This is an optimization exercise on Yosys and OpenROAD, whose aim is small area and a short achievable clock period, not a production implementation.
At most, simulation tests tie the RTL to the original design; equivalence was not proved.
Function not checked in runs 3 to 5: the RTL went through the layout flow alone.
Power is estimated from default activity; no workload was simulated.

## config.mk

```make
export PLATFORM = sky130hd
export DESIGN_NAME = store_buffer
export DESIGN_NICKNAME = store_buffer
export VERILOG_FILES = /design/flow/design.v
export SDC_FILE = /design/flow/constraint.sdc
export NUM_CORES = 4
export LEC_CHECK = 0
export CAP_MARGIN = 20
export CORE_MARGIN = 2
export CORE_UTILIZATION = 70
export SLEW_MARGIN = 20
export SYNTH_HIERARCHICAL = 1
export SYNTH_MINIMUM_KEEP_SIZE = 0
```

## constraint.sdc

```tcl
create_clock -name core_clock -period 12.0 [get_ports {clk}]
set_input_delay 2.4000 -clock core_clock [delete_from_list [all_inputs] [get_ports {clk}]]
set_output_delay 2.4000 -clock core_clock [all_outputs]
set_load 0.01 [all_outputs]
```

## design.v

```verilog
package store_buffer_pkg;
  localparam int ROB_ENTRIES = 32;
  localparam int ISSUE_WIDTH = 2;
  localparam int SB_ENTRIES  = 8;
  localparam int ROB_IDX_W   = $clog2(ROB_ENTRIES);
endpackage
module store_buffer_fwd_match #(
  parameter  int N  = 8,
  localparam int PW = $clog2(N)
) (
  input  logic [N-1:0]        valid_i,
  input  logic [N-1:0][29:0]  addr_i,
  input  logic [N-1:0][31:0]  data_i,
  input  logic [N-1:0][3:0]   be_i,
  input  logic [N-1:0]        tail_oh_i,
  input  logic [29:0]         ld_waddr_i,
  input  logic [3:0]          ld_be_i,
  output logic                hit_o,
  output logic                stall_o,
  output logic [31:0]         data_o
);
  function automatic logic [N-1:0] younger_mask(int i, int j);
    for (int t = 0; t < N; t++) begin
      younger_mask[t] = ((j - t + N) % N) > ((i - t + N) % N);
    end
  endfunction
  logic [N-1:0]        m;
  logic [N-1:0]        sel;
  logic [N-1:0]        cov;
  logic [N-1:0][N-1:0] younger;
  for (genvar i = 0; i < N; i++) begin : g_cmp
    store_buffer_addr_eq u_eq (
      .a_i  (addr_i[i]),
      .b_i  (ld_waddr_i),
      .eq_o (m[i])
    );
  end
  for (genvar i = 0; i < N; i++) begin : g_age
    for (genvar j = 0; j < N; j++) begin : g_pair
      localparam logic [N-1:0] MASK = younger_mask(i, j);
      assign younger[i][j] = |(tail_oh_i & MASK);
    end
  end
  always_comb begin
    for (int i = 0; i < N; i++) begin
      cov[i] = (ld_be_i & ~be_i[i]) == 4'b0000;
    end
    for (int i = 0; i < N; i++) begin
      sel[i] = valid_i[i] && m[i] && (m & younger[i]) == '0;
    end
  end
  store_buffer_oh_mux #(
    .N (N),
    .W (32)
  ) u_data_mux (
    .sel_i  (sel),
    .data_i (data_i),
    .data_o (data_o)
  );
  assign hit_o   = |(sel & cov);
  assign stall_o = |(sel & ~cov);
endmodule
module store_buffer_addr_eq (
  input  logic [29:0] a_i,
  input  logic [29:0] b_i,
  output logic        eq_o
);
  assign eq_o = a_i == b_i;
endmodule
module store_buffer_oh_mux #(
  parameter int N = 8,
  parameter int W = 32
) (
  input  logic [N-1:0]        sel_i,
  input  logic [N-1:0][W-1:0] data_i,
  output logic [W-1:0]        data_o
);
  always_comb begin
    data_o = '0;
    for (int i = 0; i < N; i++) begin
      data_o = data_o | ({W{sel_i[i]}} & data_i[i]);
    end
  end
endmodule
module store_buffer #(
  parameter  int SB_ENTRIES = store_buffer_pkg::SB_ENTRIES,
  parameter  int ROB_SIZE   = store_buffer_pkg::ROB_ENTRIES,
  localparam int IDX_BITS   = $clog2(ROB_SIZE)
) (
  input  logic                                clk,
  input  logic                                reset,
  input  logic                                st_wr_en,
  input  logic [IDX_BITS-1:0]                 st_wr_rob_idx,
  input  logic [31:0]                         st_wr_addr,
  input  logic [31:0]                         st_wr_data,
  input  logic [3:0]                          st_wr_be,
  input  logic [store_buffer_pkg::ISSUE_WIDTH-1:0]              commit_valid,
  input  logic [store_buffer_pkg::ISSUE_WIDTH-1:0]              commit_is_store,
  input  logic [store_buffer_pkg::ISSUE_WIDTH-1:0][IDX_BITS-1:0] commit_rob_idx,
  input  logic                                flush_en,
  output logic                                dc_req_valid,
  output logic [31:0]                         dc_req_addr,
  output logic [31:0]                         dc_req_data,
  output logic [3:0]                          dc_req_be,
  input  logic                                dc_req_ready,
  input  logic [31:0]                         ld_fwd_addr,
  input  logic [3:0]                          ld_fwd_be,
  output logic                                ld_fwd_hit,
  output logic                                ld_fwd_stall,
  output logic [31:0]                         ld_fwd_data,
  output logic                                sb_full,
  output logic                                sb_empty,
  output logic                                sb_err
);
  localparam int PW = $clog2(SB_ENTRIES);
  logic [SB_ENTRIES-1:0][IDX_BITS-1:0] rob_q;
  logic [SB_ENTRIES-1:0][29:0]         addr_q;
  logic [SB_ENTRIES-1:0][31:0]         data_q;
  logic [SB_ENTRIES-1:0][3:0]          be_q;
  logic [PW:0] head_q, cmt_q, tail_q;
  logic [PW:0] head_d, cmt_d, tail_d;
  logic        err_q, err_d;
  logic          full, empty, req_v, drain, wr_ok;
  logic          a0, a1;
  logic [PW:0]   avail;
  logic [PW-1:0] cmt1;
  logic [IDX_BITS-1:0] rob_c0, rob_c1, rob_s1;
  logic [SB_ENTRIES-1:0] valid;
  logic [SB_ENTRIES-1:0] head_oh;
  logic unused_lo;
  assign unused_lo = ^{st_wr_addr[1:0], ld_fwd_addr[1:0]};
  assign full  = head_q == {~tail_q[PW], tail_q[PW-1:0]};
  assign empty = tail_q == head_q;
  assign req_v = cmt_q != head_q;
  assign drain = req_v && dc_req_ready;
  assign wr_ok = st_wr_en && !full && !flush_en;
  assign avail = tail_q - cmt_q;
  assign a0 = commit_valid[0] && commit_is_store[0];
  assign a1 = commit_valid[1] && commit_is_store[1];
  assign cmt1   = cmt_q[PW-1:0] + PW'(1);
  assign rob_c0 = rob_q[cmt_q[PW-1:0]];
  assign rob_c1 = rob_q[cmt1];
  assign rob_s1 = a0 ? rob_c1 : rob_c0;
  always_comb begin
    err_d = err_q;
    if (st_wr_en && full) err_d = 1'b1;
    if ((a0 || a1) && avail == '0) err_d = 1'b1;
    if (a0 && a1 && avail == (PW+1)'(1)) err_d = 1'b1;
    if (a0 && rob_c0 != commit_rob_idx[0]) err_d = 1'b1;
    if (a1 && rob_s1 != commit_rob_idx[1]) err_d = 1'b1;
    head_d = head_q + (PW+1)'(drain);
    cmt_d  = cmt_q + (PW+1)'(a0) + (PW+1)'(a1);
    tail_d = flush_en ? cmt_d : tail_q + (PW+1)'(wr_ok);
  end
  always_ff @(posedge clk or posedge reset) begin
    if (reset) begin
      head_q <= '0;
      cmt_q  <= '0;
      tail_q <= '0;
      err_q  <= 1'b0;
    end else begin
      head_q <= head_d;
      cmt_q  <= cmt_d;
      tail_q <= tail_d;
      err_q  <= err_d;
    end
  end
  always_ff @(posedge clk) begin
    for (int i = 0; i < SB_ENTRIES; i++) begin
      if (wr_ok && tail_q[PW-1:0] == PW'(i)) begin
        rob_q[i]  <= st_wr_rob_idx;
        addr_q[i] <= st_wr_addr[31:2];
        data_q[i] <= st_wr_data;
        be_q[i]   <= st_wr_be;
      end
    end
  end
  logic [SB_ENTRIES-1:0] tail_oh, ge_head, lt_tail;
  logic                  wrapped;
  assign wrapped = head_q[PW] != tail_q[PW];
  always_comb begin
    for (int i = 0; i < SB_ENTRIES; i++) begin
      head_oh[i] = head_q[PW-1:0] == i[PW-1:0];
      tail_oh[i] = tail_q[PW-1:0] == i[PW-1:0];
    end
    ge_head[0] = head_oh[0];
    lt_tail[0] = ~tail_oh[0];
    for (int i = 1; i < SB_ENTRIES; i++) begin
      ge_head[i] = ge_head[i-1] | head_oh[i];
      lt_tail[i] = lt_tail[i-1] & ~tail_oh[i];
    end
    valid = wrapped ? (ge_head | lt_tail) : (ge_head & lt_tail);
  end
  logic [SB_ENTRIES-1:0][65:0] head_in;
  logic [65:0]                 head_out;
  always_comb begin
    for (int i = 0; i < SB_ENTRIES; i++) begin
      head_in[i] = {addr_q[i], data_q[i], be_q[i]};
    end
  end
  store_buffer_oh_mux #(
    .N (SB_ENTRIES),
    .W (66)
  ) u_head_mux (
    .sel_i  (head_oh),
    .data_i (head_in),
    .data_o (head_out)
  );
  assign dc_req_addr = {head_out[65:36], 2'b00};
  assign dc_req_data = head_out[35:4];
  assign dc_req_be   = head_out[3:0];
  assign dc_req_valid = req_v;
  assign sb_full  = full;
  assign sb_empty = empty;
  assign sb_err   = err_q;
  store_buffer_fwd_match #(
    .N (SB_ENTRIES)
  ) u_fwd (
    .valid_i    (valid),
    .addr_i     (addr_q),
    .data_i     (data_q),
    .be_i       (be_q),
    .tail_oh_i  (tail_oh),
    .ld_waddr_i (ld_fwd_addr[31:2]),
    .ld_be_i    (ld_fwd_be),
    .hit_o      (ld_fwd_hit),
    .stall_o    (ld_fwd_stall),
    .data_o     (ld_fwd_data)
  );
endmodule
```

## flow/run.sh

```bash
#!/bin/bash
# Standard ORFS layout (standard.sh) with tuned port buffers, clock tree and timing repair target.
set -euo pipefail
bash standard.sh BUFFER_PORTS_ARGS=-buffer_cell\ sky130_fd_sc_hd__buf_1 CTS_ARGS=-sink_clustering_enable\ -repair_clock_nets\ -dont_use_dummy_load\ -buf_list\ sky130_fd_sc_hd__clkbuf_16\ -sink_clustering_size\ 20\ -sink_clustering_max_diameter\ 60 SETUP_SLACK_MARGIN=4.5 finish > flow_make.log 2>&1
```

## standard.sh

```bash
#!/bin/bash
# synth_recipe.tcl (not shown) runs the flow's synth.tcl, then flattens the netlist and writes it again
# the make line also repeats each setting of config.mk as NAME=value (left out here)
make -C /OpenROAD-flow-scripts/flow DESIGN_CONFIG=/design/flow/config.mk WORK_HOME=/design/flow/orfs CLKGATE_MAP_FILE= SYNTH_SCRIPT=/design/flow/synth_recipe.tcl "${@:-finish}"
```

==> results.json, run 1 <==
{
  "report.final.hold_viol_count": 0,
  "cts-buffers-inserted": 38,
  "drc": 0,
  "gp_congestion": 0.934,
  "cts_buffer_depth": 3,
  "fin_crit_sh_pct": 64.7,
  "intPower_mw": 3.65,
  "viasPerCell": 7.37,
  "synth-adder-area-share_pct": 0.759,
  "die-area_mm2": 0.0397,
  "cts.sinks": 581,
  "switching_share_pct": 36.6,
  "yosysTopAreaCell": "edfxtp_1",
  "p_clk_share_pct": 20.5,
  "criticalPathCategory": "in2out",
  "vias": 18800,
  "synth_top_family_by_area": "compound AO/OA/AOI/OAI gates",
  "grt_max_degree": 67,
  "synth-edff-count": 568,
  "max_freq_mhz": 129,
  "syn_area_per_cell_um2": 15.0,
  "fp-row-count": 71,
  "cp_slowest_cell": "nor4_4",
  "rsz0062_at_grt": "true",
  "worstMarginPinSlew_ns": 1.18,
  "yosysUniqueCellTypes": 68,
  "maxCapViolCount": 0,
  "crit_arrival_ns": 5.37,
  "hp-class": "reg2reg",
  "final_layout_size_suffix_gt1_share_pct": 19.8,
  "grt_overflow": 0,
  "core_mm2": 0.0376,
  "synth_area_leaders": "edfxtp_1 (64%), a22oi_1 (11%), xor2_1 (5.6%)",
  "wire_per_inst_um": 31.0,
  "yosys_warnings": 10,
  "crit_chain": "buf_12 -> xor2_2 -> nor4_4 -> nand4_1 -> nor4_4 -> buf_4 -> a21oi_1 -> o2111ai_4 -> a221oi_4 -> buf_6 -> buf_12 -> a22oi_1 -> nand4_1 -> buf_2",
  "ys_seq_area_share_pct": 65.1,
  "status": "finished clean",
  "cp-start-kind": "primary input",
  "routed_wl_um": 79300,
  "io_pins": 234,
  "grt.total_usage_pct": 38.4,
  "cts_hold_buf": 0,
  "cts_tree": "done",
  "htree_levels": 2,
  "fillers": 1944,
  "synthFlopType": "edfxtp_1",
  "cp_data_required_time_ns": 9.60,
  "skew_ns": 0.0398,
  "setup_viol": 0,
  "synth_xor_area_share_pct": 8.82,
  "seqPwrFrac_pct": 44.6,
  "yosys_register_bits": 581,
  "slowest_delay_ns": 0.42,
  "ant_nets": 0,
  "drtIter0Drc": 2641,
  "crit_path_end_kind": "output port",
  "muxShareOfSynthArea_pct": 2.36,
  "path_clk_slew_ns": 0.06,
  "yosys-top-cells-count": "edfxtp_1 (568), a22oi_1 (387), xor2_1 (170)",
  "die_w_um": 199,
  "clock-root-buffer": "clkbuf_16",
  "first_pass_iters": 6,
  "p_sw_mw": 2.11,
  "synthArstFlopShare_pct": 2.24,
  "die_h_um": 199,
  "finalSetupTns_ns": 0,
  "leakagePower_nw": 9.65,
  "relSlewSlack_pct": 21.1,
  "antenna_found_initial": 6,
  "clock_latency_ns": 0.59,
  "pwr-share-comb_pct": 34.9,
  "ir_drop_v": 0.000181,
  "final-seq-area_mm2": 0.0174,
  "power_mw": 5.76,
  "netlist_instances": 1784,
  "drv_slew": 0,
  "grt_pass1_wl_um": 111000,
  "multi_input_area_mm2": 0.00965,
  "synth_top_area_share_pct": 63.9,
  "cp_max_fo": 8,
  "syn_area_mm2": 0.0267,
  "synth-simple-area-share_pct": 6.78,
  "start_util_pct": 71.1,
  "yosys.cell_count.top_type": "edfxtp_1",
  "power.density_mw_per_mm2": 186,
  "dp_hpwl_um": 43200,
  "io_buffers": 227,
  "grt_pass1_vias": 18500,
  "synthToLayoutAreaGrowth_pct": 15.8,
  "layout_min_cycle_time_ns": 7.77,
  "final_nets": 2182,
  "synth_compound_area_share_pct": 13.2
}
-- sequential cells by signal, indices dropped and copies added (netlist names) --
register  count
err_q         1
tail_q        4
head_q        4
be_q         32
cmt_q         4
data_q      256
addr_q      240
rob_q        40
-- Yosys stat by module (local to each module, per instance), excerpt --
module | flops+latches | cell area, µm² | cells inside | copies in the design
store_buffer_addr_eq | 0 | 330 | 40 | 8
store_buffer | 581 | 18900 | 756 | 1
-- worst max-delay path: cells and delay by family --
kind / cells / cell delay (ns)
AND/OR/NAND/NOR: 4 / 1.27
buffers and inverters: 5 / 0.85
AO/OA/AOI/OAI: 4 / 0.67
XOR/XNOR: 1 / 0.19
-- cell families after synthesis --
| group | Yosys count |
|---|---|
| buf+inv | 125 |
| simple gates | 293 |
| mux | 37 |
| other cells | 1 |
| fa+ha+maj | 16 |
| flops | 581 |
| xor+xnor | 268 |
| compound gates | 463 |
-- layer usage --
metal / up-vias / share of wire (%) / GRT usage (%) / wire [µm]
li1: 7766 / - / - / -
met1: 9249 / 34 / 50.0 / 27000
met2: 1505 / 47 / 62.5 / 37600
met3: 319 / 13 / 8.22 / 10400
met4: 4 / 5.3 / 17.8 / 4230
met5: - / 0.030 / 0 / 24
-- path summary, 6_finish.rpt --
path	startpoint	end	slack [ns]	depth (start not counted)
max	ld_fwd_addr[27]	ld_fwd_data[6]	4.23	14
min	err_q	err_q	0.50	2
max reg2reg	head_q[2]	be_q[4]	7.94	8
min reg2reg	err_q	err_q	0.50	2
max in group asynchronous	reset	head_q[2]	9.82	2
min in group asynchronous	reset	err_q	1.84	2
-- power by group through the flow --
stage	sequential, mW	clock [mW]	combinational [mW]
finish	2.57	1.18	2.01
global route	2.58	1.25	2.12
CTS	2.56	1.18	1.93
detailed placement	2.60	0	1.89
global placement	2.59	0	1.86
floorplan	2.55	0	1.31
-- metrics by stage --
step	util (%)	worst slack (ns)	hold WS (ns)	instance area [µm²]	instances
after detailed placement	74.2	2.61	0.487	27900	2451
after global placement	74.2	2.73	0.480	27900	2451
final	82.3	4.23	0.502	30900	2556
after global routing	82.3	4.19	0.569	30900	2554
after CTS	79.9	4.33	0.503	30000	2526
after floorplan	-	3.67	0.502	26700	1785
-- what timing repair did --
action | in CTS | in global routing
endpoints found under the setup margin | 34 | 34
cloned | 6 | 11
pin swaps | 35 | 41
resized for setup | 204 | 130
hold endpoints to repair | 0 | 0
buffers inserted | 31 | 15
-- cells in the final DEF, fill, tap and decap left out, types with 14 or more instances in the layout --
cell | Yosys | final
a22oi_1 | 387 | 329
a22oi_2 | 11 | 69
buf_1 | 4 | 168
buf_2 | 53 | 26
buf_4 | 4 | 62
buf_6 | 33 | 37
clkbuf_16 | 0 | 45
edfxtp_1 | 568 | 568
mux2i_1 | 14 | 14
mux4_2 | 19 | 19
nand2_1 | 14 | 14
nand3_1 | 18 | 16
nand4_1 | 130 | 130
nor2_1 | 27 | 22
nor4_2 | 11 | 26
nor4_4 | 1 | 16
xnor2_1 | 97 | 97
xor2_1 | 170 | 149
xor2_2 | 0 | 17
-- layout make-up --
class	count	area share (%)
sequential	581	56.2
multi-input combinational	1079	31.2
inverter	15	0.182
timing repair buffer	328	7.29
tap	511	2.07
clock buffer	38	3.07
antenna	4	0.0324
==> inputs of run 2 (changes only) <==
==> flow/run.sh (replaced) <==
#!/bin/bash
# Standard ORFS layout (standard.sh) with tuned port buffers, clock tree and timing repair target.
set -euo pipefail
bash standard.sh BUFFER_PORTS_ARGS=-buffer_cell\ sky130_fd_sc_hd__buf_1 CTS_ARGS=-sink_clustering_enable\ -repair_clock_nets\ -dont_use_dummy_load\ -buf_list\ sky130_fd_sc_hd__clkbuf_8 SETUP_SLACK_MARGIN=6 finish > flow_make.log 2>&1
--- a/config.mk
+++ b/config.mk
@@ -8,5 +8,5 @@
 export CAP_MARGIN = 20
 export CORE_MARGIN = 2
-export CORE_UTILIZATION = 70
+export CORE_UTILIZATION = 40
 export SLEW_MARGIN = 20
 export SYNTH_HIERARCHICAL = 1
==> run 2 against run 1 <==
Compared with the run above: cell count rose by 16%; synthesized area did not move; highest routed layer unchanged; global-route usage fell by 14 points; fmax rose by 0.83%; utilization fell by 34 points; clock skew rose by 0.063 ns.
==> results.json, run 2 <==
{
  "layout_commonest_cell": "edfxtp_1",
  "die-area_mm2": 0.0689,
  "yosys_register_bits": 581,
  "top_regs": "data_q: 256 flops, addr_q: 240 flops, rob_q: 40 flops",
  "r2r-end": "addr_q[234]",
  "slowest_delay_ns": 0.43,
  "start_util_pct": 40.5,
  "cts-buffers-inserted": 100,
  "path_clk_slew_ns": 0.05,
  "synth-simple-area-share_pct": 6.78,
  "dp_hpwl_um": 47900,
  "reg2reg_slack_ns": 7.67,
  "htree_levels": 3,
  "leakagePower_nw": 10.0,
  "yosys-top-cells-count": "edfxtp_1 (568), a22oi_1 (387), xor2_1 (170)",
  "clock-root-buffer": "clkbuf_8",
  "synth-edff-count": 568,
  "synth_xor_area_share_pct": 8.82,
  "top_register": "data_q",
  "netlist_instances": 1784,
  "status": "finished clean",
  "io_buffers": 227,
  "hp-class": "reg2reg",
  "viasPerCell": 6.24,
  "vias": 18600,
  "gp_congestion": 0.868,
  "cts_hold_buf": 0,
  "grt_overflow": 0,
  "grt_max_degree": 51,
  "hold_depth": 2,
  "grt_pass1_wl_um": 125000,
  "r2r-start": "head_q[1]",
  "ir_drop_v": 0.000135,
  "synth_area_leaders": "edfxtp_1 (64%), a22oi_1 (11%), xor2_1 (5.6%)",
  "cp-start-kind": "primary input",
  "setup_viol": 0,
  "die_h_um": 262,
  "finalNonFillerCells": 2972,
  "syn_area_mm2": 0.0267,
  "wire_per_inst_um": 30.0,
  "finish.utilization_pct": 48.7,
  "fin_crit_sh_pct": 64.2,
  "synth_top_area_share_pct": 63.9,
  "yosysTopAreaCell": "edfxtp_1",
  "skew_ns": 0.103,
  "die_w_um": 262,
  "first_pass_iters": 6,
  "syn_area_per_cell_um2": 15.0,
  "final_layout_size_suffix_gt1_share_pct": 22.6,
  "most-common-layout-cells": "edfxtp_1 (568), a22oi_1 (327), buf_1 (172)",
  "antenna_found_initial": 8,
  "ant_nets": 0,
  "cp_slowest_cell": "nor4_2",
  "synth-adder-area-share_pct": 0.759,
  "synthArstFlopShare_pct": 2.24,
  "fillers": 5590,
  "synth_top_family_by_area": "compound AO/OA/AOI/OAI gates",
  "dp_slack_ns": 3.10,
  "crit_path_end_kind": "output port",
  "drtIter0Drc": 1979,
  "rsz0062_at_grt": "true",
  "clock_latency_ns": 0.74,
  "synthToLayoutAreaGrowth_pct": 20.3,
  "reg2reg_depth": 7,
  "ys_seq_area_share_pct": 65.1,
  "synthFlopType": "edfxtp_1",
  "largest_reg_flops": 256,
  "criticalPathCategory": "in2out",
  "cts_tree": "done",
  "max_freq_mhz": 130,
  "fp-row-count": 94,
  "drv_slew": 0,
  "cp_data_required_time_ns": 9.60,
  "layout_min_cycle_time_ns": 7.70,
  "crit_arrival_ns": 5.30,
  "crit_chain": "buf_12 -> xor2_1 -> nor4_2 -> nand4_1 -> nor4_4 -> buf_4 -> buf_6 -> buf_4 -> nand2_1 -> o2111ai_2 -> a2111oi_4 -> buf_6 -> clkbuf_16 -> a22oi_2 -> nand4_1 -> buf_2",
  "drc": 0,
  "report.final.hold_viol_count": 0,
  "yosys_warnings": 10,
  "synth_compound_area_share_pct": 13.2,
  "fin_ws_ns": 4.30,
  "routed_wl_um": 89300,
  "yosysUniqueCellTypes": 68,
  "muxShareOfSynthArea_pct": 2.36,
  "final_nets": 2246,
  "cts.sinks": 581,
  "min-delay-start": "err_q",
  "grt.total_usage_pct": 24.6,
  "cp_max_fo": 8,
  "worstMarginPinSlew_ns": 1.15,
  "place_inst": 2803,
  "yosys.cell_count.top_type": "edfxtp_1",
  "power.density_mw_per_mm2": 189,
  "grt_pass1_vias": 19100,
  "finalSetupTns_ns": 0,
  "io_pins": 234,
  "cts_buffer_depth": 3,
  "hold_end": "err_q",
  "maxCapViolCount": 0,
  "core_mm2": 0.0660,
  "relSlewSlack_pct": 23.2
}
## run 2: cell counts after synthesis
No cell type changed its count.
## run 2: cell families (layout without fill, tap and decap cells)
family | Yosys count | in the layout
multiplexers | 37 | 37
adder cells (fa/ha/maj) | 16 | 16
XOR/XNOR | 268 | 268
buffers and inverters | 125 | 443
AND/OR/NAND/NOR | 293 | 295
other | 1 | 5
AO/OA/AOI/OAI | 463 | 463
flip-flops | 581 | 581
## run 2: Yosys stat by module, one instance, submodules excluded, excerpt
| module | cells | times used | cell area, µm² |
|---|---|---|---|
| store_buffer | 756 | 1 | 18900 |
| store_buffer_addr_eq | 40 | 8 | 330 |
## run 2: report_power, final
part           internal, mW  switching (mW)  total (mW)
registers              2.42           0.163        2.58
clock network         0.727           0.709        1.44
logic                 0.685            1.38        2.07
## run 2: worst max-delay path by stage
| stage | depth (start not counted) | slack (ns) | endpoint | start |
|---|---|---|---|---|
| final | 16 | 4.30 | ld_fwd_data[22] | ld_fwd_addr[4] |
| after global routing | 16 | 4.26 | ld_fwd_data[22] | ld_fwd_addr[4] |
| after CTS | 16 | 4.28 | ld_fwd_data[22] | ld_fwd_addr[17] |
| after detailed placement | 12 | 3.10 | ld_fwd_data[22] | ld_fwd_addr[4] |
| after global placement | 12 | 3.13 | ld_fwd_data[28] | ld_fwd_addr[4] |
| after floorplan | 10 | 5.25 | ld_fwd_data[21] | ld_fwd_addr[17] |
## run 2: area by class of cell
cell class | instances | area (µm²) | area share (%)
Tap cell | 864 | 1080 | 3.36
Inverter | 15 | 58.8 | 0.183
Multi-Input combinational cell | 1081 | 9820 | 30.6
Antenna cell | 3 | 7.51 | 0.0234
Sequential cell | 581 | 17400 | 54.1
Clock buffer | 100 | 1380 | 4.28
Timing Repair Buffer | 328 | 2410 | 7.50
## run 2: layer usage
metal	vias to the layer above	track usage, %	share of wire, %
li1	7901	-	-
met1	9412	30.1	38
met2	1025	42.2	49
met3	209	6.69	9.6
met4	10	8.40	3.3
met5	-	0	0.077
## run 2: timing repair
item / CTS / global route
pin swaps: 56 / 73
resized for setup: 200 / 161
gates cloned: 13 / 8
endpoints found under the setup margin: 70 / 38
buffers inserted: 38 / 7
## run 2: stage by stage
step / hold slack, ns / cell area (µm²) / power (mW)
2_1_floorplan: 0.502 / 26900 / 3.86
3_3_place_gp: 0.494 / 28400 / 4.56
3_5_place_dp: 0.489 / 28400 / 4.59
4_1_cts: 0.511 / 31200 / 6.08
5_1_grt: 0.541 / 32100 / 6.35
6_report: 0.511 / 32100 / 6.09
## run 2: worst max-delay path: cells and delay by family
family / cells / cell delay [ns]
AOI/OAI and AO/OA: 3 / 0.40
xor gates and xnor gates: 1 / 0.20
buffers and inverters: 7 / 1.06
and+or+nand+nor: 5 / 1.21
==> inputs of run 3 (changes only) <==
--- a/design.v
+++ b/design.v
@@ -25,13 +25,13 @@
     end
   endfunction
-  logic [N-1:0]        m;
+  logic [N-1:0]        ne;
   logic [N-1:0]        sel;
   logic [N-1:0]        cov;
   logic [N-1:0][N-1:0] younger;
   for (genvar i = 0; i < N; i++) begin : g_cmp
-    store_buffer_addr_eq u_eq (
+    store_buffer_addr_ne u_ne (
       .a_i  (addr_i[i]),
       .b_i  (ld_waddr_i),
-      .eq_o (m[i])
+      .ne_o (ne[i])
     );
   end
@@ -46,8 +46,13 @@
       cov[i] = (ld_be_i & ~be_i[i]) == 4'b0000;
     end
-    for (int i = 0; i < N; i++) begin
-      sel[i] = valid_i[i] && m[i] && (m & younger[i]) == '0;
-    end
-  end
+  end
+  store_buffer_fwd_pick #(
+    .N (N)
+  ) u_pick (
+    .valid_i   (valid_i),
+    .younger_i (younger),
+    .ne_i      (ne),
+    .sel_o     (sel)
+  );
   store_buffer_oh_mux #(
     .N (N),
@@ -58,13 +63,44 @@
     .data_o (data_o)
   );
-  assign hit_o   = |(sel & cov);
-  assign stall_o = |(sel & ~cov);
-endmodule
-module store_buffer_addr_eq (
+  store_buffer_fwd_class #(
+    .N (N)
+  ) u_class (
+    .sel_i   (sel),
+    .cov_i   (cov),
+    .hit_o   (hit_o),
+    .stall_o (stall_o)
+  );
+endmodule
+module store_buffer_addr_ne (
   input  logic [29:0] a_i,
   input  logic [29:0] b_i,
-  output logic        eq_o
-);
-  assign eq_o = a_i == b_i;
+  output logic        ne_o
+);
+  assign ne_o = a_i != b_i;
+endmodule
+module store_buffer_fwd_pick #(
+  parameter int N = 8
+) (
+  input  logic [N-1:0]        valid_i,
+  input  logic [N-1:0][N-1:0] younger_i,
+  input  logic [N-1:0]        ne_i,
+  output logic [N-1:0]        sel_o
+);
+  always_comb begin
+    for (int i = 0; i < N; i++) begin
+      sel_o[i] = valid_i[i] && !ne_i[i] && (~ne_i & younger_i[i]) == '0;
+    end
+  end
+endmodule
+module store_buffer_fwd_class #(
+  parameter int N = 8
+) (
+  input  logic [N-1:0] sel_i,
+  input  logic [N-1:0] cov_i,
+  output logic         hit_o,
+  output logic         stall_o
+);
+  assign hit_o   = |(sel_i & cov_i);
+  assign stall_o = |(sel_i & ~cov_i);
 endmodule
 module store_buffer_oh_mux #(
@@ -82,4 +118,40 @@
     end
   end
+endmodule
+module store_buffer_oh_mux8 #(
+  parameter int W = 32
+) (
+  input  logic [7:0]        sel_i,
+  input  logic [7:0][W-1:0] data_i,
+  output logic [W-1:0]      data_o
+);
+  for (genvar b = 0; b < W; b++) begin : g_bit
+    logic [2:0] part_n;
+    store_buffer_aoi222 u_a (
+      .a0_i (sel_i[0]), .b0_i (data_i[0][b]),
+      .a1_i (sel_i[1]), .b1_i (data_i[1][b]),
+      .a2_i (sel_i[2]), .b2_i (data_i[2][b]),
+      .y_o  (part_n[0])
+    );
+    store_buffer_aoi222 u_b (
+      .a0_i (sel_i[3]), .b0_i (data_i[3][b]),
+      .a1_i (sel_i[4]), .b1_i (data_i[4][b]),
+      .a2_i (sel_i[5]), .b2_i (data_i[5][b]),
+      .y_o  (part_n[1])
+    );
+    assign part_n[2] = ~((sel_i[6] & data_i[6][b]) | (sel_i[7] & data_i[7][b]));
+    assign data_o[b] = ~&part_n;
+  end
+endmodule
+module store_buffer_aoi222 (
+  input  logic a0_i,
+  input  logic b0_i,
+  input  logic a1_i,
+  input  logic b1_i,
+  input  logic a2_i,
+  input  logic b2_i,
+  output logic y_o
+);
+  assign y_o = ~((a0_i & b0_i) | (a1_i & b1_i) | (a2_i & b2_i));
 endmodule
 module store_buffer #(
@@ -124,6 +196,5 @@
   logic          a0, a1;
   logic [PW:0]   avail;
-  logic [PW-1:0] cmt1;
-  logic [IDX_BITS-1:0] rob_c0, rob_c1, rob_s1;
+  logic [IDX_BITS-1:0] rob_c0, rob_s1;
   logic [SB_ENTRIES-1:0] valid;
   logic [SB_ENTRIES-1:0] head_oh;
@@ -138,8 +209,26 @@
   assign a0 = commit_valid[0] && commit_is_store[0];
   assign a1 = commit_valid[1] && commit_is_store[1];
-  assign cmt1   = cmt_q[PW-1:0] + PW'(1);
-  assign rob_c0 = rob_q[cmt_q[PW-1:0]];
-  assign rob_c1 = rob_q[cmt1];
-  assign rob_s1 = a0 ? rob_c1 : rob_c0;
+  logic [SB_ENTRIES-1:0] cmt_oh, cmt1_oh, chk1_oh;
+  always_comb begin
+    for (int i = 0; i < SB_ENTRIES; i++) begin
+      cmt_oh[i] = cmt_q[PW-1:0] == i[PW-1:0];
+    end
+  end
+  assign cmt1_oh = {cmt_oh[SB_ENTRIES-2:0], cmt_oh[SB_ENTRIES-1]};
+  assign chk1_oh = a0 ? cmt1_oh : cmt_oh;
+  store_buffer_oh_mux8 #(
+    .W (IDX_BITS)
+  ) u_rob0_mux (
+    .sel_i  (cmt_oh),
+    .data_i (rob_q),
+    .data_o (rob_c0)
+  );
+  store_buffer_oh_mux8 #(
+    .W (IDX_BITS)
+  ) u_rob1_mux (
+    .sel_i  (chk1_oh),
+    .data_i (rob_q),
+    .data_o (rob_s1)
+  );
   always_comb begin
     err_d = err_q;
@@ -199,6 +288,5 @@
     end
   end
-  store_buffer_oh_mux #(
-    .N (SB_ENTRIES),
+  store_buffer_oh_mux8 #(
     .W (66)
   ) u_head_mux (
==> run 3 against run 2 <==
Compared with the run above: still clean on timing, DRC and antenna; synthesized area shrank 1.4%; register-to-register slack better by 0.47 ns; hold slack worse by 0.012 ns; die area fell by 1.4%; clock skew rose by 0.021 ns; clock power decreased by 3%; largest power group unchanged.
==> results.json, run 3 <==
{
  "top_register": "data_q",
  "crit_path_end_kind": "output port",
  "layout_min_cycle_time_ns": 7.64,
  "final_layout_size_suffix_gt1_share_pct": 25.7,
  "start_util_pct": 40.2,
  "reg2reg_slack_ns": 8.14,
  "yosysTopAreaCell": "edfxtp_1",
  "syn_area_per_cell_um2": 15.0,
  "clock-root-buffer": "clkbuf_8",
  "clock_latency_ns": 0.73,
  "most-common-layout-cells": "edfxtp_1 (568), buf_1 (165), a222oi_1 (160)",
  "vias": 18900,
  "finish.utilization_pct": 49.3,
  "status": "finished clean",
  "rsz0062_at_grt": "true",
  "top_regs": "data_q: 256 flops, addr_q: 240 flops, rob_q: 40 flops",
  "yosys-top-cells-count": "edfxtp_1 (568), xnor2_1 (177), a22oi_1 (168)",
  "cts_tree": "done",
  "first_pass_iters": 10,
  "cts.sinks": 581,
  "cts_buffer_depth": 3,
  "die-area_mm2": 0.0679,
  "yosysUniqueCellTypes": 51,
  "antenna_found_initial": 15,
  "synthFlopType": "edfxtp_1",
  "fp-row-count": 94,
  "top_usage_layer": "met2",
  "setup_viol": 0,
  "dp_slack_ns": 3.12,
  "core_mm2": 0.0655,
  "synth_top_family_by_area": "compound AO/OA/AOI/OAI gates",
  "synthArstFlopShare_pct": 2.24,
  "cp_slowest_cell": "or4_4",
  "yosys_register_bits": 581,
  "ir_drop_v": 0.000137,
  "synth_top_area_share_pct": 64.8,
  "grt_overflow": 0,
  "die_w_um": 261,
  "grt_pass1_wl_um": 124000,
  "ys_seq_area_share_pct": 66.0,
  "fin_crit_sh_pct": 63.6,
  "synth_xor_area_share_pct": 8.88,
  "synth-adder-area-share_pct": 0.722,
  "grt_max_degree": 67,
  "largest_reg_flops": 256,
  "leakagePower_nw": 10.4,
  "hold_depth": 2,
  "synth-simple-area-share_pct": 8.31,
  "io_buffers": 227,
  "synth_compound_area_share_pct": 13.8,
  "fin_ws_ns": 4.36,
  "relSlewSlack_pct": 24.5,
  "maxCapViolCount": 0,
  "synth-edff-count": 568,
  "drv_slew": 0,
  "syn_area_mm2": 0.0263,
  "grt_use_met1_pct": 31.8,
  "criticalPathCategory": "in2out",
  "drc": 0,
  "wire_per_inst_um": 28.5,
  "grt.total_usage_pct": 24.7,
  "skew_ns": 0.123,
  "netlist_instances": 1760,
  "cts-buffers-inserted": 96,
  "cp-start-kind": "primary input",
  "worst_path_most_repeated_cell": "nand4_1",
  "io_pins": 234,
  "cp_max_fo": 8,
  "muxShareOfSynthArea_pct": 0.0855,
  "reg2reg_depth": 8,
  "routed_wl_um": 85900,
  "htree_levels": 3,
  "yosys_warnings": 10,
  "worstMarginPinSlew_ns": 1.13,
  "path_clk_slew_ns": 0.05,
  "gp_congestion": 0.885,
  "ant_nets": 0,
  "finalSetupTns_ns": 0,
  "slowest_delay_ns": 0.56,
  "max_freq_mhz": 131,
  "crit_family": "simple AND/OR/NAND/NOR gates",
  "report.final.hold_viol_count": 0,
  "crit_arrival_ns": 5.24,
  "die_h_um": 261,
  "crit_chain": "buf_12 -> xnor2_2 -> nand4_1 -> nor4_4 -> nand4_1 -> buf_4 -> nor2b_2 -> a2111oi_2 -> and4_4 -> inv_1 -> o22ai_1 -> or4_4 -> buf_6",
  "grt_util_met3_pct": 4.53,
  "yosys.cell_count.top_type": "edfxtp_1",
  "layout_commonest_cell": "edfxtp_1",
  "crit_cells": 13,
  "grt_pass1_vias": 19200,
  "hp-class": "reg2reg",
  "final_nets": 2284,
  "cp_data_required_time_ns": 9.60,
  "globalRouteMet2Util_pct": 41.1,
  "power.density_mw_per_mm2": 190,
  "synth_area_leaders": "edfxtp_1 (65%), a222oi_1 (6.1%), xnor2_1 (5.9%)",
  "drtIter0Drc": 2794,
  "synthToLayoutAreaGrowth_pct": 22.7,
  "path_buf_inv": 4,
  "viasPerCell": 6.28,
  "dp_hpwl_um": 48000
}
[run 3: changes by cell type after synthesis, moves of 47 or more]
cell / delta
a222oi_1: +160
a22oi_1: -219
nand3_1: +64
nand4_1: -47
xnor2_1: +80
xor2_1: -80
[run 3: final cells by class]
class	count	area (µm²)
multi-input cells	1088	9890
diodes	6	15.0
well taps	864	1080
flip-flops and latches	581	17400
repair buffers	329	2430
clock buffers	96	1320
inverters	50	188
fillers	5593	33200
[run 3: worst paths after layout]
kind,startpoint,end
setup / recovery,ld_fwd_addr[10],ld_fwd_stall
hold / removal,err_q,err_q
setup reg to reg,head_q[1],addr_q[189]
hold reg to reg,err_q,err_q
max in group asynchronous,reset,head_q[2]
min in group asynchronous,reset,cmt_q[0]
[run 3: stage by stage]
step | area, µm² | hold WS [ns] | instances | total power, mW
after global placement | 28900 | 0.486 | 2832 | 4.66
after global routing | 32300 | 0.563 | 3014 | 6.41
after CTS | 31800 | 0.504 | 2992 | 6.14
after floorplan | 27100 | 0.493 | 1768 | 3.87
after detailed placement | 28900 | 0.491 | 2832 | 4.68
final | 32300 | 0.500 | 3014 | 6.14
[run 3: worst register-to-register path, stage by stage (launching register included)]
cell and delay [ns]:
dfrtp_1 0.79, xnor2_1 0.20, and4_4 0.23, or2_4 0.30, inv_2 0.11, nand2_2 0.13
nor2_4 0.55, buf_4 0.49, buf_4 0.66
[run 3: modules after synthesis, one instance, submodules excluded, excerpt]
module / cell area (µm²) / cells / times used / flip-flops and latches
store_buffer: 18500 / 752 / 1 / 581
store_buffer_aoi222: 10.0 / 1 / 152 / 0
store_buffer_addr_ne: 324 / 40 / 8 / 0
[run 3: routing by layer]
layer  part of all wire [%]  vias to the layer above
met5                   0.14                        -
met4                    3.8                       18
met3                    8.5                      214
met2                     48                      989
met1                     40                     9614
li1                       -                     8087
[run 3: logic make-up (layout without fill, tap and decap cells)]
kind of cell | Yosys count | after routing
and+or+nand+nor | 385 | 390
muxes | 2 | 2
xor gates and xnor gates | 267 | 267
DFF | 581 | 581
AOI/OAI and AO/OA | 404 | 404
adders and majority gates | 15 | 15
other | 2 | 16
buffers and inverters | 104 | 475
[run 3: report_power, final]
group / internal, mW / switching [mW] / total (mW)
Sequential: 2.42 / 0.166 / 2.59
Combinational: 0.727 / 1.42 / 2.14
Clock: 0.700 / 0.704 / 1.40
[run 3: repair_timing]
action                                  in CTS  in global routing
endpoints found under the setup margin      73                 34
setup buffers                               51                 12
gates resized for setup                    199                 85
hold buffers                                 0                  0
pin swaps                                   72                 56
gates cloned                                13                  3
==> inputs of run 4 (changes only) <==
==> flow/run.sh (replaced) <==
#!/bin/bash
# Standard ORFS layout (standard.sh) with tuned port buffers, clock tree and timing repair target.
set -euo pipefail
bash standard.sh BUFFER_PORTS_ARGS=-buffer_cell\ sky130_fd_sc_hd__buf_1 CTS_ARGS=-sink_clustering_enable\ -repair_clock_nets\ -dont_use_dummy_load\ -buf_list\ sky130_fd_sc_hd__clkbuf_16\ -sink_clustering_size\ 20\ -sink_clustering_max_diameter\ 60 SETUP_SLACK_MARGIN=4.5 finish > flow_make.log 2>&1
--- a/config.mk
+++ b/config.mk
@@ -8,5 +8,5 @@
 export CAP_MARGIN = 20
 export CORE_MARGIN = 2
-export CORE_UTILIZATION = 40
+export CORE_UTILIZATION = 70
 export SLEW_MARGIN = 20
 export SYNTH_HIERARCHICAL = 1
==> run 4 against run 3 <==
Compared with the run above: still clean on timing, DRC and antenna; register-to-register slack hardly changed; combinational power hardly changed; hold slack lost 0.0018 ns; synthesized area unchanged; clock power decreased by 16%; largest cell class unchanged; highest routed layer unchanged.
==> results.json, run 4 <==
{
  "criticalPathCategory": "in2out",
  "grt_pass1_vias": 18600,
  "synthArstFlopShare_pct": 2.24,
  "startpoint": "ld_fwd_addr[26]",
  "grt_overflow": 0,
  "cts_hold_buf": 0,
  "dp_hpwl_um": 43200,
  "vias": 19000,
  "hp-class": "reg2reg",
  "synthFlopType": "edfxtp_1",
  "yosysTopAreaCell": "edfxtp_1",
  "yosys_register_bits": 581,
  "ir_drop_v": 0.000141,
  "min-delay-start": "err_q",
  "setup_viol": 0,
  "grt_max_degree": 67,
  "synth_top_area_share_pct": 64.8,
  "drv_slew": 0,
  "clock-root-buffer": "clkbuf_16",
  "first_pass_iters": 10,
  "synthToLayoutAreaGrowth_pct": 15.3,
  "syn_area_per_cell_um2": 15.0,
  "viasPerCell": 7.35,
  "die-area_mm2": 0.0392,
  "skew_ns": 0.0479,
  "layout_min_cycle_time_ns": 7.72,
  "cp_data_required_time_ns": 9.60,
  "status": "finished clean",
  "grt.total_usage_pct": 39.1,
  "cts_buffer_depth": 3,
  "ant_nets": 0,
  "start_util_pct": 70.4,
  "power.density_mw_per_mm2": 193,
  "fillers": 2024,
  "endpoint": "ld_fwd_stall",
  "synth-edff-count": 568,
  "cts-buffers-inserted": 38,
  "yosys.cell_count.top_type": "edfxtp_1",
  "place_inst": 2477,
  "core_mm2": 0.0374,
  "top_regs": "data_q: 256 flops, addr_q: 240 flops, rob_q: 40 flops",
  "wire_per_inst_um": 30.4,
  "leakagePower_nw": 9.76,
  "finalNonFillerCells": 2590,
  "syn_area_mm2": 0.0263,
  "power_mw": 5.86,
  "yosys-top-cells-count": "edfxtp_1 (568), xnor2_1 (177), a22oi_1 (168)",
  "maxCapViolCount": 0,
  "yosysUniqueCellTypes": 51,
  "crit_arrival_ns": 5.32,
  "cp-start-kind": "primary input",
  "worstMarginPinSlew_ns": 1.18,
  "crit_path_end_kind": "output port",
  "cts.sinks": 581,
  "yosys_warnings": 10,
  "top_register": "data_q",
  "report.final.hold_viol_count": 0,
  "grt_pass1_wl_um": 112000,
  "ys_seq_area_share_pct": 66.0,
  "gp_congestion": 0.928,
  "whs_ns": 0.498,
  "final_layout_size_suffix_gt1_share_pct": 16.0,
  "clock_latency_ns": 0.59,
  "most-common-layout-cells": "edfxtp_1 (568), buf_1 (184), a22oi_1 (160), a222oi_1 (160), xnor2_1 (140)",
  "synth_area_leaders": "edfxtp_1 (65%), a222oi_1 (6.1%), xnor2_1 (5.9%)",
  "htree_levels": 2,
  "place_area_mm2": 0.0278,
  "final_nets": 2212,
  "path_clk_slew_ns": 0.06,
  "cp_max_fo": 17,
  "reg2reg_slack_ns": 8.15,
  "relSlewSlack_pct": 21.1,
  "layout_commonest_cell": "edfxtp_1",
  "routed_wl_um": 78800,
  "netlist_instances": 1760,
  "r2r-end": "data_q[214]",
  "io_buffers": 227,
  "cts_tree": "done",
  "fin_crit_sh_pct": 64.3,
  "finish.utilization_pct": 81.2,
  "fp-row-count": 71,
  "io_pins": 234,
  "fin_ws_ns": 4.28,
  "antenna_found_initial": 4,
  "drc": 0,
  "die_w_um": 198,
  "r2r-start": "head_q[2]",
  "largest_reg_flops": 256,
  "design_area_mm2": 0.0304,
  "dp_slack_ns": 3.33,
  "die_h_um": 198,
  "max_freq_mhz": 130,
  "finalSetupTns_ns": 0,
  "rsz0062_at_grt": "true",
  "drtIter0Drc": 3459,
  "reg2reg_depth": 7
}
==> run 4: changes by cell type in the layout (fill, tap and decap cells not counted), sizes merged <==
cell,delta
and4,+5
buf,-22
clkbuf,-54
clkinv,+1
diode,+1
inv,-1
nor2,-1
==> run 4: worst min path at each step <==
stage / slack (ns) / depth (start not counted) / end
2_1_floorplan: 0.49 / 1 / cmt_q[1]
3_3_place_gp: 0.47 / 2 / err_q
3_5_place_dp: 0.48 / 2 / err_q
4_1_cts: 0.50 / 2 / err_q
5_1_grt: 0.54 / 2 / err_q
6_report: 0.50 / 2 / err_q
==> run 4: critical path, cell delays in order <==
cell,delay [ns]
buf_8,0.13
xnor2_2,0.22
nand4_1,0.21
nor4_4,0.43
nand4_1,0.24
inv_2,0.19
a222oi_1,0.23
and4_4,0.26
buf_12,0.17
inv_1,0.09
o22ai_2,0.06
or4_1,0.52
buf_2,0.15
==> run 4: power by group <==
part	switching, mW	internal [mW]	total [mW]
registers	0.151	2.41	2.57
logic	1.41	0.711	2.12
clock network	0.613	0.562	1.18
==> run 4: area by class of cell <==
type | instances | area, µm² | share of cell area [%]
flip-flops and latches | 581 | 17400 | 57.2
multi-input cells | 1092 | 9260 | 30.5
repair buffers | 311 | 1930 | 6.36
clock buffers | 38 | 951 | 3.13
well taps | 511 | 639 | 2.10
inverters | 50 | 195 | 0.643
diodes | 7 | 17.5 | 0.0577
==> run 4: Yosys stat by module (local to each module, per instance), excerpt <==
| module | times used | cells |
|---|---|---|
| store_buffer | 1 | 752 |
| store_buffer_addr_ne | 8 | 40 |
| store_buffer_aoi222 | 152 | 1 |
==> run 4: layer usage <==
metal  track usage (%)  vias up  share of wire [%]
met3              9.54      278                 13
li1                  -     7953                  -
met5                 0        -              0.019
met2              61.6     1498                 47
met1              51.8     9307                 35
met4              18.7        2                5.1
==> run 4: repair_timing <==
action,4_1_cts,5_1_grt
endpoints found under the setup margin,34,34
cloned,8,3
resized for setup,110,92
pin swaps,46,50
buffers inserted,33,24
==> run 4: logic make-up after synthesis <==
logic type	share of synthesized area (%)
muxes	0.0855
AOI/OAI and AO/OA	13.8
buffers and inverters	2.15
and+or+nand+nor	8.31
xor gates and xnor gates	8.88
other	0.0285
DFF	66.0
adders and majority gates	0.722
==> inputs of run 5 (changes only) <==
--- a/design.v
+++ b/design.v
@@ -55,20 +55,22 @@
     .sel_o     (sel)
   );
+  logic [N-1:0][33:0] fwd_in;
+  logic [33:0]        fwd_out;
+  always_comb begin
+    for (int i = 0; i < N; i++) begin
+      fwd_in[i] = {~cov[i], cov[i], data_i[i]};
+    end
+  end
   store_buffer_oh_mux #(
     .N (N),
-    .W (32)
+    .W (34)
   ) u_data_mux (
     .sel_i  (sel),
-    .data_i (data_i),
-    .data_o (data_o)
-  );
-  store_buffer_fwd_class #(
-    .N (N)
-  ) u_class (
-    .sel_i   (sel),
-    .cov_i   (cov),
-    .hit_o   (hit_o),
-    .stall_o (stall_o)
+    .data_i (fwd_in),
+    .data_o (fwd_out)
   );
+  assign data_o  = fwd_out[31:0];
+  assign hit_o   = fwd_out[32];
+  assign stall_o = fwd_out[33];
 endmodule
 module store_buffer_addr_ne (
@@ -93,15 +95,4 @@
   end
 endmodule
-module store_buffer_fwd_class #(
-  parameter int N = 8
-) (
-  input  logic [N-1:0] sel_i,
-  input  logic [N-1:0] cov_i,
-  output logic         hit_o,
-  output logic         stall_o
-);
-  assign hit_o   = |(sel_i & cov_i);
-  assign stall_o = |(sel_i & ~cov_i);
-endmodule
 module store_buffer_oh_mux #(
   parameter int N = 8,
==> run 5 against run 4 <==
Compared with the run above: register-to-register slack better by 0.03 ns; still clean on timing, DRC and antenna; hold slack better by 0.018 ns; utilization down 1.3 points; critical path depth up 1; critical path type unchanged; non-clock buffer count down 7; synthesized area up 0.77%; total power down 0.24%; clock skew down 0.022 ns; worst setup slack better by 0.081 ns; clock power about the same.
==> results.json, run 5 <==
{
  "syn_area_per_cell_um2": 15.1,
  "p_sw_mw": 2.19,
  "maxCapViolCount": 0,
  "report.final.hold_viol_count": 0,
  "die_w_um": 199,
  "fp-row-count": 71,
  "syn_area_mm2": 0.0265,
  "ys_seq_area_share_pct": 65.5,
  "switching_share_pct": 37.4,
  "yosysTopAreaCell": "edfxtp_1",
  "top_register": "data_q",
  "yosys-top-cells-count": "edfxtp_1 (568), xnor2_1 (177), a22oi_1 (173)",
  "layout_commonest_cell": "edfxtp_1",
  "crit_path_end_kind": "output port",
  "drc": 0,
  "drtIter0Drc": 3578,
  "cts_buffer_depth": 3,
  "place_inst": 2472,
  "clock_latency_ns": 0.59,
  "antenna_found_initial": 6,
  "synthFlopType": "edfxtp_1",
  "crit_arrival_ns": 5.24,
  "power.density_mw_per_mm2": 195,
  "cts.sinks": 581,
  "relSlewSlack_pct": 9.97,
  "grt.total_usage_pct": 37.7,
  "p_clk_share_pct": 19.9,
  "yosysUniqueCellTypes": 50,
  "htree_levels": 2,
  "yosys_warnings": 10,
  "io_buffers": 227,
  "reg2reg_slack_ns": 8.18,
  "fillers": 2171,
  "leakagePower_nw": 9.48,
  "ir_drop_v": 0.000184,
  "design_area_mm2": 0.0300,
  "finalSetupTns_ns": 0,
  "final_layout_size_suffix_gt1_share_pct": 14.4,
  "top_regs": "data_q: 256 flops, addr_q: 240 flops, rob_q: 40 flops",
  "most-common-layout-cells": "edfxtp_1 (568), buf_1 (190), a22oi_1 (171)",
  "gp_congestion": 0.954,
  "cp_max_fo": 17,
  "path_clk_slew_ns": 0.07,
  "synth_area_leaders": "edfxtp_1 (64%), a222oi_1 (6.0%), xnor2_1 (5.8%)",
  "die-area_mm2": 0.0395,
  "grt_pass1_vias": 18300,
  "max_freq_mhz": 131,
  "io_pins": 234,
  "skew_ns": 0.0263,
  "synth_top_area_share_pct": 64.3,
  "hp-class": "reg2reg",
  "grt_pass1_wl_um": 108000,
  "dp_hpwl_um": 43100,
  "largest_reg_flops": 256,
  "viasPerCell": 7.44,
  "wire_per_inst_um": 30.7,
  "cts-buffers-inserted": 37,
  "layout_min_cycle_time_ns": 7.64,
  "status": "finished clean",
  "power_mw": 5.85,
  "setup_viol": 0,
  "routed_wl_um": 79100,
  "drv_slew": 0,
  "synthToLayoutAreaGrowth_pct": 12.9,
  "finish.utilization_pct": 79.9,
  "clock-root-buffer": "clkbuf_16",
  "first_pass_iters": 10,
  "fin_crit_sh_pct": 63.6,
  "rsz0062_at_grt": "true",
  "worstMarginPinSlew_ns": 1.34,
  "finalNonFillerCells": 2580,
  "cts_hold_buf": 0,
  "pwr-share-comb_pct": 36.3,
  "grt_max_degree": 67,
  "synthArstFlopShare_pct": 2.24,
  "criticalPathCategory": "in2out",
  "place_area_mm2": 0.0278,
  "yosys.cell_count.top_type": "edfxtp_1",
  "start_util_pct": 70.8,
  "ant_nets": 0,
  "core_mm2": 0.0375,
  "grt_overflow": 0,
  "die_h_um": 199,
  "cts_tree": "done",
  "final_nets": 2201,
  "seqPwrFrac_pct": 43.9,
  "cp_data_required_time_ns": 9.60,
  "intPower_mw": 3.66,
  "yosys_register_bits": 581,
  "synth-edff-count": 568,
  "netlist_instances": 1763,
  "vias": 19200,
  "cp-start-kind": "primary input"
}
==> run 5: changes by cell type after synthesis, moves of 4 or more <==
cell       delta
buf_6        +23
nor2b_1      -24
o22ai_1       -4
a2111oi_0     -8
buf_2        -13
a22oi_1       +5
inv_1        -14
o2111a_1      +8
o2111ai_1     +8
nand2b_1     +22
==> run 5: power by group through the flow <==
| stage | clock network [mW] | logic (mW) | registers [mW] |
|---|---|---|---|
| after floorplan | 0 | 1.32 | 2.54 |
| after global placement | 0 | 1.94 | 2.59 |
| after detailed placement | 0 | 1.97 | 2.60 |
| after CTS | 1.16 | 2.00 | 2.56 |
| after global routing | 1.22 | 2.22 | 2.58 |
| final | 1.16 | 2.12 | 2.56 |
==> run 5: stage by stage <==
step                worst slack, ns  hold WS, ns
floorplan                      4.63        0.493
global placement               3.46        0.494
detailed placement             3.47        0.497
CTS                            4.48        0.517
global route                   4.37        0.543
finish                         4.36        0.516
==> run 5: worst paths after layout <==
check	start	to	cells past startpoint
max	ld_fwd_addr[4]	ld_fwd_data[16]	14
min	err_q	err_q	2
max reg2reg	head_q[2]	addr_q[81]	7
min reg2reg	err_q	err_q	2
max in group asynchronous	reset	tail_q[1]	2
min in group asynchronous	reset	cmt_q[0]	2
==> run 5: cells by family after synthesis <==
logic type / Yosys count / share of synthesized area [%]
xor+xnor: 267 / 8.81
fa+ha+maj: 15 / 0.717
flops: 581 / 65.5
mux: 2 / 0.0848
simple gates: 385 / 8.17
compound gates: 412 / 14.1
other cells: 2 / 0.0283
buf+inv: 99 / 2.64
==> run 5: worst max-delay path, cell delays in order <==
cell	delay, ns
clkbuf_4	0.18
xnor2_1	0.24
nand4_1	0.26
nor4_4	0.36
nand4_1	0.28
inv_2	0.19
buf_4	0.14
a222oi_1	0.09
buf_4	0.18
and4_4	0.20
buf_12	0.17
a22oi_1	0.21
nand4_1	0.16
buf_1	0.16
==> run 5: cell type report <==
class                   instances  area [µm²]  share of cell area [%]
diodes                          8        20.0                  0.0668
well taps                     511         639                    2.13
repair buffers                304        1730                    5.77
inverters                      36         138                   0.459
clock buffers                  37         926                    3.09
multi-input cells            1103        9130                    30.5
flip-flops and latches        581       17400                    58.0
==> run 5: timing repair <==
item / 4_1_cts / 5_1_grt
endpoints found under the setup margin: 34 / 34
cloned: 3 / 9
gates resized for setup: 55 / 85
setup buffers: 15 / 35
pin swaps: 12 / 39
endpoints found under the hold margin: 0 / 0
==> run 5: routing by layer <==
layer / wire length (µm) / track usage [%]
met1: 27500 / 51.8
met3: 10900 / 7.44
met2: 37100 / 59.2
met5: 18 / 0
met4: 3580 / 16.9
==> run 5: modules after synthesis (local to each module, per instance), excerpt <==
module                cells inside  flops+latches  cell area, µm²  copies in the design
store_buffer_addr_ne            40              0             324                     8
store_buffer                   752            581           18500                     1
store_buffer_aoi222              1              0            10.0                   152
==> inputs of run 6 (changes only) <==
--- a/design.v
+++ b/design.v
@@ -79,5 +79,41 @@
   output logic        ne_o
 );
-  assign ne_o = a_i != b_i;
+  logic [29:0] diff;
+  logic [14:0] eq2;
+  logic [4:0]  ne6;
+  logic        eq18, eq12;
+  assign diff = a_i ^ b_i;
+  for (genvar k = 0; k < 15; k++) begin : g_eq2
+    store_buffer_nor2 u_nor (.a_i (diff[2*k]), .b_i (diff[2*k+1]), .y_o (eq2[k]));
+  end
+  for (genvar k = 0; k < 5; k++) begin : g_ne6
+    store_buffer_nand3 u_nand (.a_i (eq2[3*k]), .b_i (eq2[3*k+1]), .c_i (eq2[3*k+2]), .y_o (ne6[k]));
+  end
+  store_buffer_nor3 u_eq18 (.a_i (ne6[0]), .b_i (ne6[1]), .c_i (ne6[2]), .y_o (eq18));
+  store_buffer_nor2 u_eq12 (.a_i (ne6[3]), .b_i (ne6[4]), .y_o (eq12));
+  assign ne_o = ~(eq18 & eq12);
+endmodule
+module store_buffer_nor2 (
+  input  logic a_i,
+  input  logic b_i,
+  output logic y_o
+);
+  assign y_o = ~(a_i | b_i);
+endmodule
+module store_buffer_nor3 (
+  input  logic a_i,
+  input  logic b_i,
+  input  logic c_i,
+  output logic y_o
+);
+  assign y_o = ~(a_i | b_i | c_i);
+endmodule
+module store_buffer_nand3 (
+  input  logic a_i,
+  input  logic b_i,
+  input  logic c_i,
+  output logic y_o
+);
+  assign y_o = ~(a_i & b_i & c_i);
 endmodule
 module store_buffer_fwd_pick #(
==> flow/run.sh (replaced) <==
#!/bin/bash
# Standard ORFS layout (standard.sh) with tuned port buffers, clock tree and timing repair target.
set -euo pipefail
bash standard.sh BUFFER_PORTS_ARGS=-buffer_cell\ sky130_fd_sc_hd__buf_1 CTS_ARGS=-sink_clustering_enable\ -repair_clock_nets\ -dont_use_dummy_load\ -buf_list\ sky130_fd_sc_hd__clkbuf_16\ -sink_clustering_size\ 20\ -sink_clustering_max_diameter\ 60 SETUP_SLACK_MARGIN=5.5 finish > flow_make.log 2>&1
==> run 6 against run 5 <==
Compared with the run above: worst setup slack better by 0.22 ns; combinational power up 2%; sequential cell count is the same; die area rose by 1.1%; final area up 5.8%; fmax is 3.0% higher; global-route usage grew 1.9 points; sequential power barely moved; count of clock-buffer cells in the layout is 1 higher; hold slack improved by 0.035 ns; utilization is 4.0 points higher; via count grew 4.6%; critical path type unchanged; highest routed layer unchanged.
==> results.json, run 6 <==
{
  "slowest_delay_ns": 0.53,
  "routed_wl_um": 84800,
  "finish.utilization_pct": 84.0,
  "crit_path_end_kind": "output port",
  "gp_congestion": 0.949,
  "synthToLayoutAreaGrowth_pct": 18.1,
  "ant_nets": 0,
  "vias": 20100,
  "start_util_pct": 71.1,
  "synth_area_leaders": "edfxtp_1 (64%), xor2_1 (8.2%), a222oi_1 (6.0%)",
  "skew_ns": 0.0599,
  "grt_pass1_wl_um": 115000,
  "crit_chain": "buf_6 -> xor2_1 -> nor2_1 -> nand3_1 -> nor2_4 -> nand2_4 -> inv_4 -> buf_4 -> a222oi_1 -> and4_4 -> buf_12 -> a22oi_1 -> nand4_1 -> buf_2",
  "final_layout_size_suffix_gt1_share_pct": 21.8,
  "netlist_instances": 1867,
  "yosys.cell_count.top_type": "edfxtp_1",
  "ys_seq_area_share_pct": 64.8,
  "grt.total_usage_pct": 39.6,
  "place_inst": 2583,
  "synth-edff-count": 568,
  "syn_area_per_cell_um2": 14.4,
  "cp_data_required_time_ns": 9.60,
  "status": "finished clean",
  "fin_crit_sh_pct": 61.8,
  "yosys-top-cells-count": "edfxtp_1 (568), xor2_1 (250), a22oi_1 (173)",
  "die_w_um": 200,
  "core_mm2": 0.0378,
  "p_sw_mw": 2.22,
  "layout_min_cycle_time_ns": 7.41,
  "first_pass_iters": 14,
  "switching_share_pct": 37.6,
  "finalNonFillerCells": 2687,
  "setup_viol": 0,
  "max_freq_mhz": 135,
  "rsz0062_at_grt": "true",
  "yosysTopAreaCell": "edfxtp_1",
  "die_h_um": 200,
  "yosysUniqueCellTypes": 49,
  "yosys_warnings": 10,
  "ir_drop_v": 0.000212,
  "io_buffers": 227,
  "crit_arrival_ns": 5.01,
  "clock_latency_ns": 0.57,
  "cp_slowest_cell": "a222oi_1",
  "largest_reg_flops": 256,
  "cp_max_fo": 17,
  "syn_area_mm2": 0.0268,
  "cts-buffers-inserted": 38,
  "clock-root-buffer": "clkbuf_16",
  "top_regs": "data_q: 256 flops, addr_q: 240 flops, rob_q: 40 flops",
  "grt_overflow": 0,
  "worstMarginPinSlew_ns": 1.19,
  "leakagePower_nw": 10.5,
  "finalSetupTns_ns": 0,
  "cp-start-kind": "primary input",
  "seqPwrFrac_pct": 43.5,
  "synthArstFlopShare_pct": 2.24,
  "cts_buffer_depth": 3,
  "synthFlopType": "edfxtp_1",
  "grt_max_degree": 67,
  "dp_slack_ns": 3.86,
  "r2r-start": "head_q[2]",
  "io_pins": 234,
  "relSlewSlack_pct": 20.6,
  "die-area_mm2": 0.0399,
  "most-common-layout-cells": "edfxtp_1 (568), xor2_1 (220), buf_1 (163)",
  "cts.sinks": 581,
  "layout_commonest_cell": "edfxtp_1",
  "drtIter0Drc": 3705,
  "min-delay-start": "head_q[3]",
  "viasPerCell": 7.47,
  "synth_top_area_share_pct": 63.5,
  "drv_slew": 0,
  "cts_tree": "done",
  "power_mw": 5.92,
  "power.density_mw_per_mm2": 187,
  "fp-row-count": 71,
  "final_nets": 2310,
  "htree_levels": 2,
  "path_clk_slew_ns": 0.08,
  "fin_ws_ns": 4.59,
  "startpoint": "ld_fwd_addr[25]",
  "yosys_register_bits": 581,
  "criticalPathCategory": "in2out",
  "hp-class": "reg2reg",
  "maxCapViolCount": 0,
  "dp_hpwl_um": 43300,
  "wire_per_inst_um": 31.5,
  "report.final.hold_viol_count": 0,
  "top_register": "data_q",
  "grt_pass1_vias": 19400,
  "p_clk_share_pct": 19.9,
  "drc": 0,
  "antenna_found_initial": 4,
  "intPower_mw": 3.70,
  "pwr-share-comb_pct": 36.6
}
-- run 6: final cells by class --
class / instances / area [µm²]
flip-flops and latches: 581 / 17400
multi-input cells: 1196 / 10000
fillers: 1881 / 6060
repair buffers: 319 / 2560
clock buffers: 38 / 951
well taps: 511 / 639
inverters: 36 / 150
diodes: 6 / 15.0
-- run 6: stage by stage --
| step | hold slack [ns] | instance area [µm²] |
|---|---|---|
| after floorplan | 0.493 | 26900 |
| after global placement | 0.525 | 28200 |
| after detailed placement | 0.538 | 28200 |
| after CTS | 0.553 | 30400 |
| after global routing | 0.580 | 31700 |
| final | 0.551 | 31700 |
-- run 6: worst paths after layout --
check,endpoint,slack [ns],depth (start not counted)
min in group asynchronous,head_q[1],1.84,2
worst min register to register,head_q[3],0.55,1
worst max-delay path,ld_fwd_data[16],4.59,14
worst min-delay path,head_q[3],0.55,1
worst max register to register,be_q[23],8.50,7
max in group asynchronous,cmt_q[0],9.79,2
-- run 6: timing repair --
| item | in CTS | in global routing |
|---|---|---|
| hold buffers | 0 | 0 |
| endpoints found under the hold margin | 0 | 0 |
| cloned | 10 | 14 |
| pin swaps | 86 | 71 |
| endpoints found under the setup margin | 34 | 34 |
| setup buffers | 16 | 19 |
| gates resized for setup | 273 | 171 |
-- run 6: critical path: cells and delay by family --
family / cells / cell delay (ns)
xor+xnor: 1 / 0.18
buf+inv: 5 / 0.71
compound gates: 2 / 0.66
simple gates: 6 / 1.02
-- run 6: cells by family (layout without fill, tap and decap cells) --
group	Yosys count	count (layout)	share of synthesized area (%)
xor gates and xnor gates	267	267	8.71
other	2	16	0.0280
AOI/OAI and AO/OA	412	412	13.9
buffers and inverters	99	393	2.61
adders and majority gates	15	15	0.709
DFF	581	581	64.8
muxes	2	2	0.0839
and+or+nand+nor	489	490	9.20
-- run 6: Yosys stat by module (local to each module, per instance), a selection --
module / flops+latches / times used / area (µm²) / cells
store_buffer_nor2: 0 / 128 / 3.75 / 1
store_buffer_addr_ne: 0 / 8 / 267 / 31
store_buffer_nor3: 0 / 8 / 10.0 / 1
store_buffer: 581 / 1 / 18500 / 752
store_buffer_aoi222: 0 / 152 / 10.0 / 1
store_buffer_nand3: 0 / 40 / 5.00 / 1
-- run 6: routing by layer --
metal / track usage [%] / wire, µm
met1: 53.2 / 28500
met2: 62.9 / 39100
met3: 8.47 / 12500
met4: 18.2 / 4570
met5: 0 / 11
-- run 6: power groups by stage --
stage | logic, mW | clock network [mW] | registers [mW]
final | 2.17 | 1.18 | 2.58
after global routing | 2.28 | 1.24 | 2.59
after CTS | 2.04 | 1.18 | 2.57
after detailed placement | 2.00 | 0 | 2.61
after global placement | 1.95 | 0 | 2.60
after floorplan | 1.32 | 0 | 2.54

port drivers added, routing unchanged:
The results above use ideal ports. As a check the final layouts listed here were re-extracted and re-timed, cells and wires unchanged.
Step 1, drivers: a clkbuf_16 drives clk and a buf_2 each remaining input, both assumed.
Step 2 adds t to the input delays and takes it off the output delays; t is the mean of the earliest and latest rising clock arrival at the registers after step 1. Input paths then give back, and output paths get back, about the clock's delay inside the block.
Three values: no drivers, after step 1, after step 2; two values: the first two.
| run | t, ns | setup WS [ns] | worst hold slack (ns) | worst slew at a driven data input, ns | cell pins on the clock port's net |
|---|---|---|---|---|---|
| run 1 | 0.627 | 4.233 / 4.175 / 4.175 | 0.502 / 0.502 / 0.502 | 0.10 | 1 |
| run 2 | 0.747 | 4.297 / 4.233 / 4.233 | 0.511 / 0.511 / 0.511 | 0.11 | 1 |
| run 3 | 0.724 | 4.364 / 4.303 / 4.303 | 0.500 / 0.500 / 0.500 | 0.13 | 1 |
| run 4 | 0.623 | 4.281 / 4.222 / 4.222 | 0.498 / 0.498 / 0.498 | 0.10 | 1 |
| run 5 | 0.627 | 4.362 / 4.340 / 4.340 | 0.516 / 0.516 / 0.516 | 0.09 | 1 |
| run 6 | 0.597 | 4.586 / 4.499 / 4.499 | 0.551 / 0.551 / 0.551 | 0.12 | 1 |
After both steps setup and hold are still met in every run listed. The setup slack of run 6, which loses most, moves by -0.087 ns with the drivers and by -0.087 ns with both steps.
